Context: an optimization exercise on an open-source flow, tuned for small area, a short achievable clock period and few clock cycles per item. The choices shown serve that exercise and are no tape-out recipe. Function was checked by simulation only, so behaviour that the tests miss may differ from the original. Power and IR drop assume default switching activity.

## code_occurrence_counter_table
module code_occurrence_counter_table
#(
   parameter int unsigned TABLE_ENTRIES = 64,
   parameter int unsigned CODE_BITS     = 16,
   parameter int unsigned COUNT_BITS    = 16
) (
   input  logic                      clock,
   input  logic                      reset,
   input  logic                      req_valid,
   output logic                      req_stall,
   input  logic [cocnt_pkg::REQ_CODE_BITS-1:0]  req_event_code,
   output logic                      rsp_valid,
   input  logic                      rsp_stall,
   output logic [cocnt_pkg::RSP_COUNT_BITS-1:0] rsp_occurrences,
   output logic                      rsp_new_entry,
   output logic                      rsp_table_flushed
);
   localparam int unsigned N   = TABLE_ENTRIES;
   localparam int unsigned IW  = $clog2(TABLE_ENTRIES);
   localparam int unsigned RW  = COUNT_BITS + 2;    
   localparam int unsigned QD  = 4;                 
   localparam int unsigned QCW = $clog2(QD + 3);
   localparam logic [COUNT_BITS-1:0] COUNT_ONE = COUNT_BITS'(1);
   logic [N-1:0]                  eq, valid, slot, we_code, we_count;
   logic [N-1:0][COUNT_BITS-1:0]  count;
   logic [N-1:0]                  valid_ff;         
   logic                          full;
   logic                  req_take, same_s2, same_s3;
   logic [N-1:0]          s1_eq, s1_match;
   logic                  s2_valid_ff;
   logic [CODE_BITS-1:0]  s2_code_ff;
   logic [N-1:0]          s2_match_ff;
  ...
Settings: LEC_CHECK=0, CAP_MARGIN=20, CORE_MARGIN=2, CORE_UTILIZATION=70, CTS_CLUSTER_DIAMETER=60, CTS_CLUSTER_SIZE=20, PLACE_DENSITY=0.8, SETUP_SLACK_MARGIN=2.5, SLEW_MARGIN=20; clock period 5.0 ns.
run.sh (not shown) runs the stock make flow with config.mk's settings and CLKGATE_MAP_FILE= SYNTH_SCRIPT=/design/flow/synth_recipe.tcl, a recipe that flattens the netlist after the stock synthesis.
Testbench counts at the start, summed over its fixed seeds: cycles 3,224, items 3,200.
Change:
- CORE_UTILIZATION: 70 -> 60
- PLACE_DENSITY: 0.8 -> 0.7
- SETUP_SLACK_MARGIN: 2.5 -> 2.35
What happened: Combinational power goes up by about 5%. Count of clock-buffer cells in the layout shrinks by 5. Worst setup slack gains 94 ps. Final area grows by about 0.8%. Via count goes down by 3.9%. Die area rose by about 16%. Clock power climbs by about 9%.
Change:
- CORE_UTILIZATION: 60 -> 65
- PLACE_DENSITY: 0.7 -> 0.75
- SETUP_SLACK_MARGIN: 2.35 -> 2.6
Result: Die area came out lower by 7.6%; area after synthesis is unchanged; sequential cell count is unchanged.
Change:
- CORE_UTILIZATION: 65 -> 55
- PLACE_DENSITY: 0.75 -> 0.65
- SETUP_SLACK_MARGIN: 2.6 -> 2.55
What happened: Cell area increases by 0.42%. Setup slack gains 100 ps. Worst hold slack is about the same. Power increases by 1.9%. Utilization came out lower by 11 points.

========
## build 7
code_occurrence_counter_table again, from the RTL that the note above started with.
==> flow/design.v (excerpt) <==
module code_occurrence_counter_table
#(
   parameter int unsigned TABLE_ENTRIES = 64,
   parameter int unsigned CODE_BITS     = 16,
   parameter int unsigned COUNT_BITS    = 16
) (
   input  logic                      clock,
   input  logic                      reset,
   input  logic                      req_valid,
   output logic                      req_stall,
   input  logic [cocnt_pkg::REQ_CODE_BITS-1:0]  req_event_code,
   output logic                      rsp_valid,
   input  logic                      rsp_stall,
   output logic [cocnt_pkg::RSP_COUNT_BITS-1:0] rsp_occurrences,
   output logic                      rsp_new_entry,
   output logic                      rsp_table_flushed
);
make LEC_CHECK=0 CAP_MARGIN=20 CORE_MARGIN=2 CORE_UTILIZATION=55 CTS_CLUSTER_DIAMETER=60 CTS_CLUSTER_SIZE=20 PLACE_DENSITY=0.65 SETUP_SLACK_MARGIN=2.45 SLEW_MARGIN=20 finish   # period 5.0 ns
Every stage of the flow completed for build 7, and the final layout passed the timing, design-rule and antenna checks.
Testbench counts of build 7, summed over its fixed seeds: cycles 3,224, items 3,200.
## Diff of input files: build 43 against build 7
Settings: changing PLACE_DENSITY from 0.65 to 0.7; changing CORE_UTILIZATION from 55 to 60; changing SETUP_SLACK_MARGIN from 2.45 to 2.6.
==> run summary <==
Compared with build 7, build 43 shows a lower part of the total power dissipated in the clock network.
Of build 7 and build 43, the lower setup slack belongs to build 7.
Die outline width delta for build 43 relative to build 7: 17 microns lower
Sort build 7 and build 43 by count of clock-buffer cells in the layout, descending, and build 43 comes first.
Comparing build 7 and build 43, the higher sequential share of cell area is on build 7.
Taking build 7 as the reference, in build 43 largest net degree at the start of global routing moved up, worst path required time -0.04 ns, via count increased 2082, fmax moved up, internal power component ~0 delta.
Delta(global-route usage, build 43 - build 7) > 0
Relative to build 43, the following input files were edited for build 83:
Settings: changing SETUP_SLACK_MARGIN from 2.6 to 2.5.
Results
Build 83 was carried through to the last stage, and its layout satisfied the timing, design-rule and antenna checks.
Looking at all-layer global routing usage, build 83 sits below build 43.
Re post-synthesis mux area share: no difference whatsoever between build 43 and build 83.
Measured against each other, build 43 and build 83 differ in share of power burned in combinational logic, the lower figure coming from build 83.
Measured against build 83, the starting DRC count in detailed routing of build 43 comes out at 1.14 times the reference value.
Routability-driven placement congestion ratio: build 83 < build 43
Looking at build 43 and build 83, the fraction of power consumed by the clock network is a wash.
Build 83 ends up with a final core utilization that is 1.4 points lower than in build 43.
Cell total after placement: build 43 and build 83 compared, higher one is build 83
Taking build 43 as the reference, in build 83 filler cell count saw an increase, fraction of cell area in non-clock buffers saw a decrease.

## port drivers added, routing unchanged
The results above use ideal ports. As a check the final layouts listed here were re-extracted and re-timed, cells and wires unchanged.
Step 1: set_driving_cell puts a clkbuf_16 on clock and a buf_2 on each other input, an assumption about the parent block.
Step 2 adds t to the input delays and takes it off the output delays; t is the mean of the earliest and latest rising clock arrival at the registers after step 1. Input paths then give back, and output paths get back, about the clock's delay inside the block.
a / b / c = no drivers / after step 1 / after step 2; a / b = the first two.
| run | shift t [ns] | setup WS [ns] | worst hold slack (ns) | clock arrival spread, ns |
|---|---|---|---|---|
| the first run of note 1 | 0.887 | 2.018 / 2.018 / 1.486 | 0.330 / 0.330 / 0.330 | 0.036 / 0.037 |
| the second run of note 1 | 0.918 | 2.112 / 2.112 / 1.390 | 0.327 / 0.327 / 0.327 | 0.039 / 0.040 |
| the third run of note 1 | 0.910 | 2.320 / 2.320 / 1.558 | 0.330 / 0.330 / 0.330 | 0.046 / 0.046 |
| the fourth run of note 1 | 0.929 | 2.420 / 2.420 / 1.638 | 0.331 / 0.331 / 0.331 | 0.046 / 0.046 |
| build 7 | 0.911 | 2.276 / 2.276 / 1.570 | 0.328 / 0.328 / 0.328 | 0.048 / 0.048 |
| build 43 | 0.883 | 2.404 / 2.404 / 1.596 | 0.332 / 0.332 / 0.332 | 0.049 / 0.049 |
| build 83 | 0.888 | 2.401 / 2.401 / 1.516 | 0.330 / 0.330 / 0.330 | 0.048 / 0.048 |
After both steps setup and hold are still met in every run listed. The setup slack of build 83, which loses most, moves by 0.000 ns with the drivers and by -0.885 ns with both steps.
